Source: an optimization exercise on an open RTL-to-GDS flow (aim: small area, a short achievable clock period and few clock cycles per item). Production flows keep margins and buffers that such runs may drop. No run shown here included a check of the RTL's function; only the layout flow was run. Power and IR drop assume default switching activity.

--- flow/run.sh ---
#!/bin/bash
# synth_recipe.tcl (not shown) runs the flow's synth.tcl, then flattens the netlist and writes it again
# the make line also repeats each setting of config.mk as NAME=value (left out here)
make -C /OpenROAD-flow-scripts/flow DESIGN_CONFIG=/design/flow/config.mk WORK_HOME=/design/flow/orfs CLKGATE_MAP_FILE= SYNTH_SCRIPT=/design/flow/synth_recipe.tcl finish
--- flow/config.mk ---
export PLATFORM = sky130hd
export DESIGN_NAME = rgb565_hsl_color_classifier
export DESIGN_NICKNAME = rgb565_hsl_color_classifier
export VERILOG_FILES = /design/flow/design.v
export SDC_FILE = /design/flow/constraint.sdc
export NUM_CORES = 4
export LEC_CHECK = 0
export CAP_MARGIN = 20
export CORE_MARGIN = 2
export CORE_UTILIZATION = 40
export PLACE_DENSITY = 0.6
export SLEW_MARGIN = 20
--- flow/constraint.sdc ---
create_clock -name core_clock -period 6.0 [get_ports {clk}]
set_input_delay 1.2000 -clock core_clock [delete_from_list [all_inputs] [get_ports {clk}]]
set_output_delay 1.2000 -clock core_clock [all_outputs]
set_load 0.01 [all_outputs]
--- flow/design.v ---
package rhc_pkg;
  localparam logic [7:0]  HUE_FULL       = 8'd240;
  localparam logic [16:0] HUE_WRAP       = 17'd65295;
  typedef enum logic [2:0] {
    REG_HUE_LOW    = 3'd0,
    REG_HUE_HIGH   = 3'd1,
    REG_SAT_LOW    = 3'd2,
    REG_SAT_HIGH   = 3'd3,
    REG_LIGHT_LOW  = 3'd4,
    REG_LIGHT_HIGH = 3'd5
  } cfg_reg_t;
endpackage
module rhc_pipe #(
  parameter int W  = 1,
  parameter bit EN = 1'b1
) (
  input  logic         clk,
  input  logic [W-1:0] d,
  output logic [W-1:0] q
);
  if (EN) begin : g_reg
    always_ff @(posedge clk) q <= d;
  end else begin : g_wire
    assign q = d;
  end
endmodule
module rhc_vpipe #(
  parameter bit EN = 1'b1
) (
  input  logic clk,
  input  logic rst_n,
  input  logic d,
  output logic q
);
  if (EN) begin : g_reg
    always_ff @(posedge clk) begin
      if (!rst_n) q <= 1'b0;
      else        q <= d;
    end
  end else begin : g_wire
    assign q = d;
  end
endmodule
import rhc_pkg::*;
module rgb565_hsl_color_classifier (
  input  logic        clk,
  input  logic        rst_n,
  input  logic        start,
  output logic        busy,
  input  logic [15:0] in_pixel,
  output logic        out_valid,
  output logic [7:0]  out_hue,
  output logic [7:0]  out_lightness,
  output logic [7:0]  out_saturation,
  output logic        out_match,
  input  logic        cfg_we,
  input  logic [2:0]  cfg_index,
  input  logic [15:0] cfg_data
);
  localparam logic [12:0] PIPE = 13'b1_1111_1111_1111;
  logic [15:0] hue_low_r, hue_high_r;
  logic [7:0]  sat_low_r, sat_high_r, light_low_r, light_high_r;
  always_ff @(posedge clk) begin
    if (!rst_n) begin
      hue_low_r    <= 16'd65496;
      hue_high_r   <= 16'd40;
      sat_low_r    <= 8'd90;
      sat_high_r   <= 8'd180;
      light_low_r  <= 8'd0;
      light_high_r <= 8'd80;
    end else if (cfg_we) begin
      case (cfg_index)
        REG_HUE_LOW:    hue_low_r    <= cfg_data;
        REG_HUE_HIGH:   hue_high_r   <= cfg_data;
        REG_SAT_LOW:    sat_low_r    <= cfg_data[7:0];
        REG_SAT_HIGH:   sat_high_r   <= cfg_data[7:0];
        REG_LIGHT_LOW:  light_low_r  <= cfg_data[7:0];
        REG_LIGHT_HIGH: light_high_r <= cfg_data[7:0];
        default: ;
      endcase
    end
  end
  assign busy = 1'b0;
  logic        v0;
  logic [15:0] px0;
  rhc_vpipe #(.EN(PIPE[0])) u_v0 (.clk, .rst_n, .d(start), .q(v0));
  rhc_pipe #(.W(16), .EN(PIPE[0])) u_p0 (.clk, .d(in_pixel), .q(px0));
  logic [5:0] cr, cg, cb, mx, mn, md;
  logic [1:0] sel_a;    
  logic       neg_a;
  logic       ge_rg, ge_rb, ge_gb;
  always_comb begin
    cr = {px0[15:11], 1'b0};
    cg = px0[10:5];
    cb = {px0[4:0], 1'b0};
    ge_rg = (cr >= cg);
    ge_rb = (cr >= cb);
    ge_gb = (cg >= cb);
    if (ge_rg && ge_rb) begin
      mx = cr;
      sel_a = ge_gb ? 2'd0 : 2'd1;
      neg_a = !ge_gb;
      mn = ge_gb ? cb : cg;
      md = ge_gb ? cg : cb;
    end else if (ge_gb) begin
      mx = cg;
      sel_a = 2'd2;
      neg_a = ge_rb && !(cr == cb);    
      mn = ge_rb ? cb : cr;
      md = ge_rb ? cr : cb;
    end else begin
      mx = cb;
      sel_a = 2'd3;
      neg_a = !ge_rg;                   
      mn = ge_rg ? cg : cr;
      md = ge_rg ? cr : cg;
    end
  end
  logic       v1;
  logic [1:0] sel_1;
  logic       neg_1;
  logic [5:0] mx_1, mn_1, md_1;
  rhc_vpipe #(.EN(PIPE[1])) u_v1 (.clk, .rst_n, .d(v0), .q(v1));
  rhc_pipe #(.W(21), .EN(PIPE[1])) u_p1 (.clk, .d({sel_a, neg_a, mx, mn, md}),
                                         .q({sel_1, neg_1, mx_1, mn_1, md_1}));
  logic [5:0] a_b, d_b;
  logic [6:0] s_b;
  logic [8:0] hnum_b;     
  logic [5:0] hden_b;
  logic [9:0] snum_b;     
  logic       sflag_b;    
  logic [7:0] sden_b;
  always_comb begin
    a_b    = md_1 - mn_1;
    d_b    = mx_1 - mn_1;
    s_b    = {1'b0, mx_1} + {1'b0, mn_1};
    hnum_b = {1'b0, a_b, 2'b0} + {3'b0, a_b};
    hden_b = {d_b[5:1], d_b[0] | (d_b == 6'd0)};
    snum_b = {d_b, 4'b0} - {4'b0, d_b};
    sflag_b = !s_b[6] || (s_b[5:0] == 6'd0);
    sden_b  = sflag_b ? {1'b0, s_b} : {~s_b[5:0], 2'b11};
  end
  logic       v2;
  logic [1:0] sel_2;
  logic       neg_2, sflag_2;
  logic [8:0] hnum_2;
  logic [5:0] hden_2;
  logic [9:0] snum_2;
  logic [7:0] sden_2;
  rhc_vpipe #(.EN(PIPE[2])) u_v2 (.clk, .rst_n, .d(v1), .q(v2));
  rhc_pipe #(.W(37), .EN(PIPE[2])) u_p2 (.clk,
    .d({sel_1, neg_1, sflag_b, hnum_b, hden_b, snum_b, sden_b}),
    .q({sel_2, neg_2, sflag_2, hnum_2, hden_2, snum_2, sden_2}));
  logic        vr    [9];
  logic [1:0]  selr  [9];
  logic        negr  [9];
  logic        sflr  [9];
  logic [15:0] srem  [9];
  logic [7:0]  sden  [9];
  logic [7:0]  sq    [9];
  logic [11:0] hrem  [9];
  logic [5:0]  hden  [9];
  logic [5:0]  hq    [9];
  assign vr[0]   = v2;
  assign selr[0] = sel_2;
  assign negr[0] = neg_2;
  assign sflr[0] = sflag_2;
  assign srem[0] = sflag_2 ? {2'b0, snum_2, 4'b0} : {snum_2, 6'b0};
  assign sden[0] = sden_2;
  assign sq[0]   = '0;
  assign hrem[0] = {hnum_2, 3'b0};
  assign hden[0] = hden_2;
  assign hq[0]   = '0;
  for (genvar i = 0; i < 8; i++) begin : g_row
    localparam int SK = 7 - i;
    localparam int HK = 5 - i;
    logic [8:0]  s_top;
    logic [9:0]  s_dif;
    logic        s_take;
    logic [7:0]  s_rem;
    logic [15:0] srem_n;
    assign s_top  = srem[i][SK+8:SK];
    assign s_dif  = {1'b0, s_top} - {2'b0, sden[i]};
    assign s_take = !s_dif[9];
    assign s_rem  = s_take ? s_dif[7:0] : s_top[7:0];
    if (SK > 0) begin : g_slow
      assign srem_n = 16'({s_rem, srem[i][SK-1:0]});
    end else begin : g_slast
      assign srem_n = 16'(s_rem);
    end
    logic [11:0] hrem_n;
    logic [5:0]  hq_n;
    if (i < 6) begin : g_hue
      logic [6:0] h_top;
      logic [7:0] h_dif;
      logic       h_take;
      logic [5:0] h_rem;
      assign h_top  = hrem[i][HK+6:HK];
      assign h_dif  = {1'b0, h_top} - {2'b0, hden[i]};
      assign h_take = !h_dif[7];
      assign h_rem  = h_take ? h_dif[5:0] : h_top[5:0];
      assign hq_n   = {hq[i][4:0], h_take};
      if (HK > 0) begin : g_hlow
        assign hrem_n = 12'({h_rem, hrem[i][HK-1:0]});
      end else begin : g_hlast
        assign hrem_n = '0;
      end
    end else begin : g_hue_done
      assign hrem_n = '0;
      assign hq_n   = hq[i];
    end
    rhc_vpipe #(.EN(PIPE[3+i])) u_v (.clk, .rst_n, .d(vr[i]), .q(vr[i+1]));
    rhc_pipe #(.W(4 + 8 + 8 + 6), .EN(PIPE[3+i])) u_pc (.clk,
      .d({selr[i], negr[i], sflr[i], sden[i], {sq[i][6:0], s_take}, hq_n}),
      .q({selr[i+1], negr[i+1], sflr[i+1], sden[i+1], sq[i+1], hq[i+1]}));
    if (SK > 0) begin : g_srem
      rhc_pipe #(.W(SK + 8), .EN(PIPE[3+i])) u_ps (.clk, .d(srem_n[SK+7:0]),
                                                  .q(srem[i+1][SK+7:0]));
      assign srem[i+1][15:SK+8] = '0;
    end else begin : g_srem_done
      assign srem[i+1] = '0;
    end
    if (HK > 0) begin : g_hrem
      rhc_pipe #(.W(HK + 6 + 6), .EN(PIPE[3+i])) u_ph (.clk,
        .d({hrem_n[HK+5:0], hden[i]}), .q({hrem[i+1][HK+5:0], hden[i+1]}));
      assign hrem[i+1][11:HK+6] = '0;
    end else begin : g_hrem_done
      assign hrem[i+1] = '0;
      assign hden[i+1] = '0;
    end
  end
  logic [7:0]  hue_c, ofs_c, sat_c, light_c;
  logic [6:0]  s_c;
  logic [14:0] light_prod;
  always_comb begin
    case (selr[8])
      2'd0:    ofs_c = 8'd0;
      2'd1:    ofs_c = 8'd240;
      2'd2:    ofs_c = 8'd80;
      default: ofs_c = 8'd160;
    endcase
    hue_c = negr[8] ? ofs_c - {2'b0, hq[8]} : ofs_c + {2'b0, hq[8]};
    sat_c = (sflr[8] && sden[8] == 8'd0) ? 8'd0 : sq[8];
    s_c   = sflr[8] ? sden[8][6:0] : {1'b1, ~sden[8][7:2]};
    light_prod = {s_c, 8'b0} - {4'b0, s_c, 4'b0} + {8'b0, s_c};   
    light_c = light_prod[14:7];
  end
  logic       v11;
  logic [7:0] hue_11, sat_11, light_11;
  rhc_vpipe #(.EN(PIPE[11])) u_v11 (.clk, .rst_n, .d(vr[8]), .q(v11));
  rhc_pipe #(.W(24), .EN(PIPE[11])) u_p11 (.clk, .d({hue_c, sat_c, light_c}),
                                           .q({hue_11, sat_11, light_11}));
  logic        match_m;
  logic [16:0] hue_x;
  logic        hue_inside, hue_wrap_lo, hue_wrap_hi;
  always_comb begin
    hue_x      = 17'(hue_11);
    hue_inside = (hue_x > 17'(hue_low_r)) && (hue_x < 17'(hue_high_r));
    hue_wrap_lo = (hue_high_r < hue_low_r) &&
                  ((hue_x < 17'(hue_high_r)) || (hue_x + HUE_WRAP > 17'(hue_low_r)));
    hue_wrap_hi = !(hue_high_r < hue_low_r) && (hue_high_r > 16'(HUE_FULL)) &&
                  ((hue_x > 17'(hue_high_r)) ||
                   (hue_x + 17'(HUE_FULL) < 17'(hue_high_r)));
    match_m = (light_11 > light_low_r) && (light_11 < light_high_r) &&
              (sat_11 > sat_low_r) && (sat_11 < sat_high_r) &&
              (hue_inside || hue_wrap_lo || hue_wrap_hi);
  end
  rhc_vpipe #(.EN(PIPE[12])) u_v12 (.clk, .rst_n, .d(v11), .q(out_valid));
  rhc_pipe #(.W(25), .EN(PIPE[12])) u_p12 (.clk, .d({hue_11, light_11, sat_11, match_m}),
    .q({out_hue, out_lightness, out_saturation, out_match}));
endmodule
==> summary.txt, run 1 <==
status no timing/DRC/antenna violations; largest area contributor in the synthesized netlist dfxtp_1; Max-cap violations 0; syn avg cell area 10.2 um2; dpl hpwl ~28000 um; first-pass GRT wire length 62800 um; top cell family by delay on the critical path compound AO/OA/AOI/OAI gates; Critical Path Fanout Max 4; Clock Skews 0.0181 ns; layout filler cell count 4617; #FFs+latches synth 490; final std cells w/o fill 2788; Simple-Gate Fraction of Synth Area 0.110; post-route ant nets 0; mux cell area share after synthesis 0.0474; post-CTS setup buffers 0; setup repair after global routing missed its margin false; Initial Util 0.405; router iterations before antenna repair 5; DR iter-0 viols a little under 600; DRC violations left 0; Critical Path, Cell by Cell inv_1 -> fa_1 -> a21o_1 -> a21oi_1 -> xnor2_1 -> inv_1 -> ha_1 -> inv_1 -> o21ai_0 -> a2111oi_0 -> xnor2_1; global route overflow 0; largest family of logic cells by synthesized area adder cells; CP startpoint u_p1.q[7]$_DFF_P_; R2R Setup Slk 3.01 ns; initial antenna violation count 0; Die Wd between 200 and 250 um; hold path depth 0; Synth top area share 0.483; Via Count between 10000 and 15000; critical path required time ~6.5 ns; Post-Syn Area around 20000 um2; most common cell after layout, fill and taps aside dfxtp_1; worst setup path endpoint u_p2.q[16]$_DFF_P_; Skew-Pair Late Insertion Delay just under 0.6 ns; number of flops mapped to enable cells by yosys 0; Area after DPL roughly 22000 um2; xor/xnor share of the synthesized area 0.0362; TritonCTS clock tree yes; Buf+Inv Stages, Crit Path 3; IO Count 66; post-layout min period ~3 ns; Nets ~2400; Tightest Hold Check Type flop to flop; CP max-delay cell a2111oi_0; Synth Flop Type dfxtp_1; GRT Resource Usage Total 0.143; Via density around 4.8; post-synthesis adder-cell area fraction 0.157; n_diodes 0; Worst IR Drop VDD roughly 0.25 mV; Slew headroom 0.332; Cell variety after synth 67; cell depth of the worst setup path 11; routed len/inst between 10 and 15 um; Crit Path Category flop to flop; largest cells by area after synthesis dfxtp_1 (48%), ha_1 (14%), inv_1 (4.3%); RR Endpoint u_p2.q[16]$_DFF_P_; nature of the critical path startpoint flop; final period utilization 0.499; f_max approximately 330 MHz; Synth Instances about 2000; die area about 53000 um2; Final Hold Violating Endpoints 0; setup tns final 0 ns; CP arrival around 3.5 ns; Worst Reg-to-Reg Cells 11; RePlAce Congestion ~0.85; Hold-fix buffers, CTS 0; layout overhead on the synthesized area 14.9%; TritonCTS buffer count between 50 and 60; fraction of layout instances using a drive strength above 1 0.0737; max-slew violation count 0; RR Startpoint u_p1.q[7]$_DFF_P_; # rows 82; Worst-Margin Slew between 0.9 and 1 ns; number of setup violations in the final report 0; CTS Root Cell clkbuf_16; core area 50200 um2; CTS clk-pin slew, worst paths 0.06 ns; largest net degree at the start of global routing 78; Synth async-reset ratio 0; number of global-route vias before repair 13549; Die Span Y 229 um; final wirelength 36800 um; H-tree levels 2; leak pwr roughly 10 nW; post-cts resize count 0; total clock sinks 490; post-synthesis sequential area ratio 0.483; Synth Area in Compound Gates 0.116; crit end category flop; CTS Buffer Depth 3; most used cell, CP inv_1; dpl cells around 2700; total power per unit cell area between 600 and 700 nW/um2; CP peak stage delay about 0.51 ns; final instance area approximately 23000 um2; input/output buffers 64; dpl ws 2.72 ns; syn nets 2281; most frequent cells in the layout dfxtp_1 (490), inv_1 (234), ha_1 (229), nand2_1 (161), nor2_1 (90); setup ws final between 3 and 4 ns; Synthesis Warnings 36
-- routing by layer --
metal	up-vias	track usage	part of all wire
met3	79	0.0310	0.043
li1	6895	-	-
met1	6122	0.165	0.44
met2	215	0.257	0.48
met4	0	0.0542	0.034
met5	-	0	0
-- Yosys cell counts (24+ instances only) --
cell type / instances
xnor2_1: 59
a21oi_1: 82
mux2i_1: 26
and2_1: 32
nand2b_1: 37
nor2b_1: 36
dfxtp_1: 490
a211oi_1: 24
a21o_1: 27
a21boi_0: 45
inv_1: 234
clkbuf_1: 30
nor2_1: 90
nor3_1: 32
o21ai_0: 75
ha_1: 229
mux2_2: 59
o211ai_1: 36
nand2_1: 161
xor2_1: 25
-- flip-flops by register name, indices dropped and copies added (netlist names), 16 cells and up --
| signal | cells |
|---|---|
| u_p12.q | 25 |
| hue_low_r | 16 |
| u_p0.q | 16 |
| g_row.g_hrem.u_ph.q | 63 |
| u_p2.q | 37 |
| u_p1.q | 21 |
| u_p11.q | 24 |
| g_row.g_srem.u_ps.q | 62 |
| hue_high_r | 16 |
| g_row.u_pc.q | 165 |
-- cells by family after synthesis --
logic type,count (synthesis)
fa+ha+maj,245
xor+xnor,84
compound gates,358
mux,88
simple gates,461
other cells,1
buf+inv,270
flops,490
-- stage by stage --
| stage | hold WS, ns | total power, mW | utilization |
|---|---|---|---|
| floorplan | 0.310 | 10.1 | - |
| global placement | 0.311 | 11.4 | 0.431 |
| detailed placement | 0.312 | 11.6 | 0.431 |
| CTS | 0.318 | 14.9 | 0.465 |
| global route | 0.324 | 16.0 | 0.465 |
| finish | 0.318 | 14.7 | 0.465 |
-- cell type report --
cell class / instances / area [um2] / share of cell area
Tap cell: 672 / 841 / 0.0360
Multi-Input combinational cell: 1237 / 9470 / 0.406
Timing Repair Buffer: 64 / 638 / 0.0273
Sequential cell: 490 / 9810 / 0.420
Clock buffer: 67 / 1410 / 0.0603
Inverter: 235 / 882 / 0.0378
Clock inverter: 23 / 288 / 0.0123
-- worst min path at each step --
stage | to | start
floorplan | g_row[0].g_hrem.u_ph.q[10]$_DFF_P_ | u_p2.q[25]$_DFF_P_
global placement | g_row[4].u_pc.q[4]$_DFF_P_ | g_row[3].u_pc.q[3]$_DFF_P_
detailed placement | g_row[0].u_pc.q[24]$_DFF_P_ | u_p2.q[35]$_DFF_P_
CTS | g_row[4].u_pc.q[2]$_DFF_P_ | g_row[3].u_pc.q[1]$_DFF_P_
global route | g_row[3].u_pc.q[24]$_DFF_P_ | g_row[2].u_pc.q[24]$_DFF_P_
finish | g_row[5].u_pc.q[5]$_DFF_P_ | g_row[4].u_pc.q[4]$_DFF_P_
-- worst register-to-register path, stage by stage, from the launching register on --
cell	delay (ns)
dfxtp_1	0.42
inv_1	0.13
fa_1	0.44
a21o_1	0.18
a21oi_1	0.18
xnor2_1	0.24
inv_1	0.15
ha_1	0.33
inv_1	0.10
o21ai_0	0.09
a2111oi_0	0.51
xnor2_1	0.17
-- power breakdown --
part,switching (mW),internal [mW],leakage [nW]
combinational,3.06,3.16,5.58
sequential,0.694,4.59,4.09
clock,1.25,1.90,0.819
total,5.01,9.66,10.5
==> run 2: changes to the inputs <==
--- a/flow/design.v
+++ b/flow/design.v
@@ -58,4 +58,5 @@
   input  logic [15:0] cfg_data
 );
+  localparam int ROW_STYLE = 0;
   localparam logic [12:0] PIPE = 13'b1_1111_1111_1111;
   logic [15:0] hue_low_r, hue_high_r;
@@ -181,6 +182,19 @@
     logic [15:0] srem_n;
     assign s_top  = srem[i][SK+8:SK];
-    assign s_dif  = {1'b0, s_top} - {2'b0, sden[i]};
-    assign s_take = !s_dif[9];
+    if (ROW_STYLE == 0) begin : g_sw
+      assign s_dif  = {1'b0, s_top} - {2'b0, sden[i]};
+      assign s_take = !s_dif[9];
+    end else begin : g_sr
+      logic [9:0] c;
+      assign c[0] = 1'b1;
+      for (genvar j = 0; j < 9; j++) begin : g_b
+        logic y;
+        assign y = (j < 8) ? !sden[i][j] : 1'b1;
+        assign s_dif[j] = s_top[j] ^ y ^ c[j];
+        assign c[j+1] = (s_top[j] & y) | (s_top[j] & c[j]) | (y & c[j]);
+      end
+      assign s_dif[9] = 1'b0;
+      assign s_take = c[9];
+    end
     assign s_rem  = s_take ? s_dif[7:0] : s_top[7:0];
     if (SK > 0) begin : g_slow
@@ -197,6 +211,19 @@
       logic [5:0] h_rem;
       assign h_top  = hrem[i][HK+6:HK];
-      assign h_dif  = {1'b0, h_top} - {2'b0, hden[i]};
-      assign h_take = !h_dif[7];
+      if (ROW_STYLE == 0) begin : g_hw
+        assign h_dif  = {1'b0, h_top} - {2'b0, hden[i]};
+        assign h_take = !h_dif[7];
+      end else begin : g_hr
+        logic [7:0] c;
+        assign c[0] = 1'b1;
+        for (genvar j = 0; j < 7; j++) begin : g_b
+          logic y;
+          assign y = (j < 6) ? !hden[i][j] : 1'b1;
+          assign h_dif[j] = h_top[j] ^ y ^ c[j];
+          assign c[j+1] = (h_top[j] & y) | (h_top[j] & c[j]) | (y & c[j]);
+        end
+        assign h_dif[7] = 1'b0;
+        assign h_take = c[7];
+      end
       assign h_rem  = h_take ? h_dif[5:0] : h_top[5:0];
       assign hq_n   = {hq[i][4:0], h_take};
--- a/flow/config.mk
+++ b/flow/config.mk
@@ -10,3 +10,4 @@
 export CORE_UTILIZATION = 40
 export PLACE_DENSITY = 0.6
+export SETUP_SLACK_MARGIN = 4.0
 export SLEW_MARGIN = 20
==> summary.txt, run 2 <==
leak pwr 11.4 nW (+9.1%); Die Span Y 229 um (unchanged); Synth Instances 1997 (unchanged); number of global-route vias before repair 14434 (+6.5%); TritonCTS buffer count 51 (unchanged); Initial Util 0.405 (unchanged); Hold Startpoint g_row[0].u_pc.q[0]$_DFF_P_; most common cell after layout, fill and taps aside dfxtp_1; syn avg cell area 10.2 um2 (unchanged); Worst IR Drop VDD 0.290 mV (+14%); Via density 4.84 (+1.4%); IO Count 66 (unchanged); nature of the critical path startpoint flop; fraction of layout instances using a drive strength above 1 0.257 (+0.184); Critical Path Fanout Max 3 (-1); most frequent cells in the layout dfxtp_1 (430), inv_1 (209), ha_1 (189), nand2_1 (158), buf_4 (91); input/output buffers 64 (unchanged); final period utilization 0.420 (-0.0788); # rows 82 (unchanged); setup tns final 0 ns (unchanged); status no timing/DRC/antenna violations; RePlAce Congestion 0.863 (+2.0%); Area after DPL 22000 um2 (+1.8%); Cell variety after synth 67 (unchanged); Worst Reg-to-Reg Cells 13 (+2); R2R Setup Slk 3.48 ns (+0.47 ns); Skew-Pair Late Insertion Delay 0.59 ns (about the same); Critical Path, Cell by Cell inv_2 -> ha_4 -> inv_2 -> fa_2 -> a21o_1 -> a21oi_2 -> xnor2_2 -> inv_2 -> ha_4 -> inv_4 -> o41ai_2 -> a21oi_1 -> xor2_1; post-layout min period 2.52 ns (-0.473 ns); CTS Buffer Depth 3 (unchanged); post-route ant nets 0 (unchanged); max-slew violation count 0 (unchanged); final instance area 25900 um2 (+11%); f_max 397 MHz (+19%); Final Util 0.515 (+0.0503); setup ws final 3.48 ns (+0.473 ns); core area 50200 um2 (unchanged); Synthesis Warnings 36 (unchanged); hold path depth 0 (unchanged); Worst-Margin Slew 0.654 ns (-0.343 ns); max reg flops 165 (unchanged); setup repair after global routing missed its margin true; RR Endpoint u_p2.q[14]$_DFF_P_; H-tree levels 2 (unchanged); die area 52600 um2 (unchanged); #FFs+latches synth 490 (unchanged); total clock sinks 490 (unchanged); largest area contributor in the synthesized netlist dfxtp_1; Slew headroom 0.564 (+0.232); largest net degree at the start of global routing 78 (unchanged); most frequent cells after synthesis dfxtp_1 (490), inv_1 (234), ha_1 (229), nand2_1 (161), nor2_1 (90); CP peak stage delay 0.34 ns (-0.17 ns); layout overhead on the synthesized area 27.3%; CP arrival 2.98 ns (-0.52 ns); largest cells by area after synthesis dfxtp_1 (48%), ha_1 (14%), inv_1 (4.3%); Nets 2477 (+4.8%); total power per unit cell area 662 nW/um2 (+5.4%); Hold Path Sink g_row[1].u_pc.q[1]$_DFF_P_; Max-cap violations 0 (unchanged); initial antenna violation count 0 (unchanged); dpl cells 2698 (unchanged); dpl ws 3.20 ns (+0.481 ns); first-pass GRT wire length 66900 um (+6.5%); final std cells w/o fill 2906 (+4.2%); Synth top area share 0.483 (unchanged); global route overflow 0 (unchanged); Via Count 14071 (+5.7%); CTS Root Cell clkbuf_16; number of setup violations in the final report 0 (unchanged); Synth async-reset ratio 0 (unchanged); Regs by FF count g_row.u_pc.q: 165 flops, g_row.g_hrem.u_ph.q: 63 flops, g_row.g_srem.u_ps.q: 62 flops; most used cell, CP inv_2; dpl hpwl 27900 um (+0.85%); crit end category flop; TritonCTS clock tree yes; final wirelength 40300 um (+9.6%); Largest Register g_row.u_pc.q; router iterations before antenna repair 5 (unchanged); top cell family by delay on the critical path compound AO/OA/AOI/OAI gates; Buf+Inv Stages, Crit Path 4 (+1); DRC violations left 0 (unchanged); routed len/inst 13.9 um (+5.1%); DR iter-0 viols 423 (-28%); Crit Path Category flop to flop; critical path required time 6.46 ns (-0.05 ns); RR Startpoint u_p1.q[12]$_SDFF_PP0_; CP max-delay cell fa_2; syn nets 2281 (unchanged); Tightest Hold Check Type flop to flop; number of flops mapped to enable cells by yosys 0 (unchanged); Die Wd 229 um (unchanged); CTS clk-pin slew, worst paths 0.06 ns (about the same); Post-Syn Area 20300 um2 (unchanged); Clock Skews 0.0145 ns (-0.00359 ns); Synth Flop Type dfxtp_1; cell with the most instances after synthesis dfxtp_1; Final Hold Violating Endpoints 0 (unchanged); GRT Resource Usage Total 0.152 (+0.00870); post-synthesis sequential area ratio 0.483 (unchanged); n_diodes 0 (unchanged)
[run 2: layout make-up]
class,instances,area (um2)
fillers,4384,24300
multi-input cells,1238,10900
flip-flops and latches,490,9910
repair buffers,177,1540
clock buffers,73,1500
inverters,235,892
well taps,672,841
clock inverters,21,304
[run 2: metal layers]
layer  track usage  vias up  wire (um)  share of wire
li1              -     7145          -              -
met1         0.167     6584      16800           0.42
met2         0.283      238      20500           0.51
met3        0.0296      104       1540          0.038
met4        0.0615        0       1420          0.035
met5             0        -          0              0
[run 2: worst reg2reg max path, stage by stage, from the launching register on]
cell and delay [ns]:
dfxtp_2 0.33, inv_2 0.06, ha_4 0.12, inv_2 0.04, fa_2 0.34, a21o_1 0.18, a21oi_2 0.17, xnor2_2 0.15
inv_2 0.07, ha_4 0.28, inv_4 0.04, o41ai_2 0.32, a21oi_1 0.14, xor2_1 0.15
[run 2: kinds of logic (layout without fill, tap and decap cells)]
| family | after synthesis | in the layout | share of synthesized area |
|---|---|---|---|
| flops | 490 | 490 | 0.483 |
| other cells | 1 | 1 | 0.000185 |
| buf+inv | 270 | 506 | 0.0505 |
| simple gates | 461 | 462 | 0.110 |
| mux | 88 | 88 | 0.0474 |
| compound gates | 358 | 358 | 0.116 |
| xor+xnor | 84 | 84 | 0.0362 |
| fa+ha+maj | 245 | 245 | 0.157 |
[run 2: worst max path at each step]
stage                          startpoint                        end  slack [ns]  cells after the start
global placement                   cfg_we  sat_low_r[7]$_SDFFE_PN0P_        3.32                      6
finish              u_p1.q[12]$_SDFF_PP0_         u_p2.q[14]$_DFF_P_        3.48                     13
detailed placement                 cfg_we  sat_low_r[7]$_SDFFE_PN0P_        3.20                      6
CTS                 u_p1.q[12]$_SDFF_PP0_         u_p2.q[14]$_DFF_P_        3.50                     13
global route        u_p1.q[12]$_SDFF_PP0_         u_p2.q[14]$_DFF_P_        3.38                     13
floorplan           u_p1.q[12]$_SDFF_PP0_         u_p2.q[14]$_DFF_P_        3.60                     13
[run 2: what timing repair did]
item                                    4_1_cts  5_1_grt
gates resized for setup                     263      167
hold buffers                                  0        0
setup buffers                                79       34
pin swaps                                    90       84
endpoints found under the setup margin      213      196
cloned                                        1        0
[run 2: where the power goes]
part / total, mW / switching [mW] / internal, mW
clock network: 3.30 / 1.29 / 2.01
logic: 8.44 / 3.86 / 4.58
registers: 5.39 / 0.749 / 4.64
[run 2: stage by stage]
| stage | total power [mW] | hold slack (ns) |
|---|---|---|
| final | 17.1 | 0.311 |
| after global routing | 18.5 | 0.315 |
| after CTS | 16.3 | 0.311 |
| after detailed placement | 11.9 | 0.312 |
| after global placement | 11.7 | 0.310 |
| after floorplan | 10.5 | 0.310 |
==> run 3: changes to the inputs <==
--- a/flow/config.mk
+++ b/flow/config.mk
@@ -10,4 +10,4 @@
 export CORE_UTILIZATION = 40
 export PLACE_DENSITY = 0.6
-export SETUP_SLACK_MARGIN = 4.0
+export SETUP_SLACK_MARGIN = 3.5
 export SLEW_MARGIN = 20
==> summary.txt, run 3 <==
status no timing/DRC/antenna violations; initial antenna violation count 0 (unchanged); total clock sinks 490 (unchanged); Post-Syn Area 20300 um2 (unchanged); Final Hold Violating Endpoints 0 (unchanged); DR iter-0 viols 513 (+21%); dpl cells 2698 (unchanged); core area 50200 um2 (unchanged); GRT Resource Usage Total 0.142 (-0.00983); layout filler cell count 4571 (+4.3%); TritonCTS clock tree yes; layout overhead on the synthesized area 17.9%; Skew-Pair Late Insertion Delay 0.57 ns (-0.02 ns); most frequent cells in the layout dfxtp_1 (477), inv_1 (227), ha_1 (222), nand2_1 (158), nor2_1 (87); global route overflow 0 (unchanged); H-tree levels 2 (unchanged); Critical Path Fanout Max 3 (unchanged); Clock Skews 0.0115 ns (-0.00294 ns); xor/xnor share of the synthesized area 0.0362 (unchanged); Area after DPL 21700 um2 (-1.5%); total power per unit cell area 635 nW/um2 (-4.2%); leak pwr 10.8 nW (-6.0%); final period utilization 0.428 (+0.00830); nature of the critical path startpoint flop; Nets 2390 (-3.5%); post-synthesis sequential area ratio 0.483 (unchanged); Crit Path Category flop to flop; Worst-Margin Slew 0.948 ns (+0.294 ns); Synth async-reset ratio 0 (unchanged); Regs by FF count g_row.u_pc.q: 165 flops, g_row.g_hrem.u_ph.q: 63 flops, g_row.g_srem.u_ps.q: 62 flops; final instance area 23900 um2 (-7.4%); # rows 82 (unchanged); critical path required time 6.50 ns (+0.04 ns); CTS Buffer Depth 3 (unchanged); Simple-Gate Fraction of Synth Area 0.110 (unchanged); largest family of logic cells by synthesized area adder cells; post-layout min period 2.57 ns (+0.0498 ns); syn avg cell area 10.2 um2 (unchanged); Die Span Y 229 um (unchanged); final wirelength 36900 um (-8.5%); cell with the most instances after synthesis dfxtp_1; Synth top area share 0.483 (unchanged); final std cells w/o fill 2816 (-3.1%); most frequent cells after synthesis dfxtp_1 (490), inv_1 (234), ha_1 (229), nand2_1 (161), nor2_1 (90); input/output buffers 64 (unchanged); Slew headroom 0.366 (-0.198); RePlAce Congestion 0.850 (-1.5%); crit end category flop; max reg flops 165 (unchanged); setup tns final 0 ns (unchanged); Initial Util 0.405 (unchanged); Cell variety after synth 67 (unchanged); CTS clk-pin slew, worst paths 0.06 ns (about the same); Synth Flop Type dfxtp_1; post-synthesis adder-cell area fraction 0.157 (unchanged); DRC violations left 0 (unchanged); Via Count 13368 (-5.0%); first-pass GRT wire length 62500 um (-6.6%); Synthesis Warnings 36 (unchanged); Max-cap violations 0 (unchanged); CTS Root Cell clkbuf_16; post-route ant nets 0 (unchanged); router iterations before antenna repair 5 (unchanged); setup repair after global routing missed its margin true; max-slew violation count 0 (unchanged); f_max 389 MHz (-1.9%); number of global-route vias before repair 13514 (-6.4%); syn nets 2281 (unchanged); largest area contributor in the synthesized netlist dfxtp_1; routed len/inst 13.1 um (-5.6%); number of setup violations in the final report 0 (unchanged); Largest Register g_row.u_pc.q; IO Count 66 (unchanged); fraction of layout instances using a drive strength above 1 0.122 (-0.136); footprint of the multi-input gates 9840 um2 (-9.5%); mux cell area share after synthesis 0.0474 (unchanged); Synth Area in Compound Gates 0.116 (unchanged); Via density 4.75 (-2.0%); dpl hpwl 27700 um (-0.94%); TritonCTS buffer count 51 (unchanged); largest cells by area after synthesis dfxtp_1 (48%), ha_1 (14%), inv_1 (4.3%); Die Wd 229 um (unchanged); most common cell after layout, fill and taps aside dfxtp_1; Final Util 0.477 (-0.0383); n_diodes 0 (unchanged); setup ws final 3.43 ns (-0.0498 ns); CP arrival 3.07 ns (+0.09 ns); dpl ws 2.73 ns (-0.479 ns); number of flops mapped to enable cells by yosys 0 (unchanged); Worst IR Drop VDD 0.253 mV (-13%); die area 52600 um2 (unchanged); FF/Latch Area 9840 um2 (-0.72%); #FFs+latches synth 490 (unchanged); Tightest Hold Check Type flop to flop; Synth Instances 1997 (unchanged); largest net degree at the start of global routing 78 (unchanged)
## run 3: cell counts after synthesis
Identical to the previous run, type by type.
## run 3: logic make-up (layout without fill, tap and decap cells)
group / after synthesis / in the layout
flip-flops: 490 / 490
buffers and inverters: 270 / 417
other: 1 / 1
AO/OA/AOI/OAI: 358 / 358
multiplexers: 88 / 88
AND/OR/NAND/NOR: 461 / 461
adder cells (fa/ha/maj): 245 / 245
XOR/XNOR: 84 / 84
## run 3: path summary, 6_finish.rpt
kind / to / slack, ns / from / cells after the start
setup / recovery: u_p2.q[17]$_DFF_P_ / 3.43 / u_p1.q[12]$_SDFF_PP0_ / 15
setup reg to reg: u_p2.q[17]$_DFF_P_ / 3.43 / u_p1.q[12]$_SDFF_PP0_ / 15
hold reg to reg: g_row[1].u_pc.q[24]$_DFF_P_ / 0.32 / g_row[0].u_pc.q[24]$_DFF_P_ / 0
hold / removal: g_row[1].u_pc.q[24]$_DFF_P_ / 0.32 / g_row[0].u_pc.q[24]$_DFF_P_ / 0
## run 3: final cells by class
| cell class | count | area share |
|---|---|---|
| Clock buffer | 70 | 0.0605 |
| Clock inverter | 21 | 0.0115 |
| Inverter | 235 | 0.0370 |
| Multi-Input combinational cell | 1237 | 0.411 |
| Sequential cell | 490 | 0.411 |
| Tap cell | 672 | 0.0351 |
| Timing Repair Buffer | 91 | 0.0338 |
## run 3: per-stage QoR
step	total power [mW]	hold WS, ns
2_1_floorplan	10.2	0.310
3_3_place_gp	11.4	0.310
3_5_place_dp	11.6	0.312
4_1_cts	15.1	0.321
5_1_grt	16.5	0.323
6_report	15.2	0.320
## run 3: power by group
group	switching, mW	total [mW]	internal (mW)
registers	0.685	5.29	4.61
clock network	1.24	3.18	1.94
logic	3.29	6.73	3.44
## run 3: critical path, cell delays in order, from the launching register on
cell     delay, ns
dfxtp_2       0.33
inv_2         0.06
ha_4          0.12
inv_2         0.04
fa_2          0.36
a21o_1        0.19
a21oi_2       0.19
xnor2_2       0.15
inv_2         0.07
ha_4          0.25
inv_4         0.06
nor3_2        0.04
o21ai_0       0.24
nand2_1       0.12
nor3_2        0.13
xor2_1        0.15
## run 3: repair_timing
item | 4_1_cts | 5_1_grt
hold buffers | 0 | 0
endpoints found under the setup margin | 104 | 89
buffers inserted | 15 | 12
pin swaps | 14 | 24
resized for setup | 73 | 50
## run 3: layer usage
| layer | vias to the layer above | global-route usage | share of wire | wire [um] |
|---|---|---|---|---|
| li1 | 6948 | - | - | - |
| met3 | 64 | 0.0243 | 0.034 | 1240 |
| met1 | 6176 | 0.163 | 0.43 | 15900 |
| met2 | 180 | 0.263 | 0.51 | 18800 |
| met5 | - | 0 | 0 | 0 |
| met4 | 0 | 0.0501 | 0.024 | 880 |

-- afterwards: timing with drivers on the ports --
In the flow no input, the clock included, has a driving cell. The finished layouts below were timed again as built, in two steps. Step 1, drivers: a clkbuf_16 drives clk and a buf_2 each remaining input, both assumed. Step 2 also shifts input and output timing later by t, the mid clock arrival at the registers, as if the neighbouring blocks saw the same clock. a / b / c = no drivers / after step 1 / after step 2; a / b = the first two.
run	t (ns)	setup slack, ns	worst setup path at the end
run 1	0.623	3.006 / 3.006 / 2.702	input to register
run 2	0.643	3.479 / 3.479 / 3.479	register to register
run 3	0.619	3.430 / 3.430 / 2.998	input to register
After both steps setup and hold are still met in every run listed. The setup slack of run 3, which loses most, moves by 0.000 ns with the drivers and by -0.432 ns with both steps.
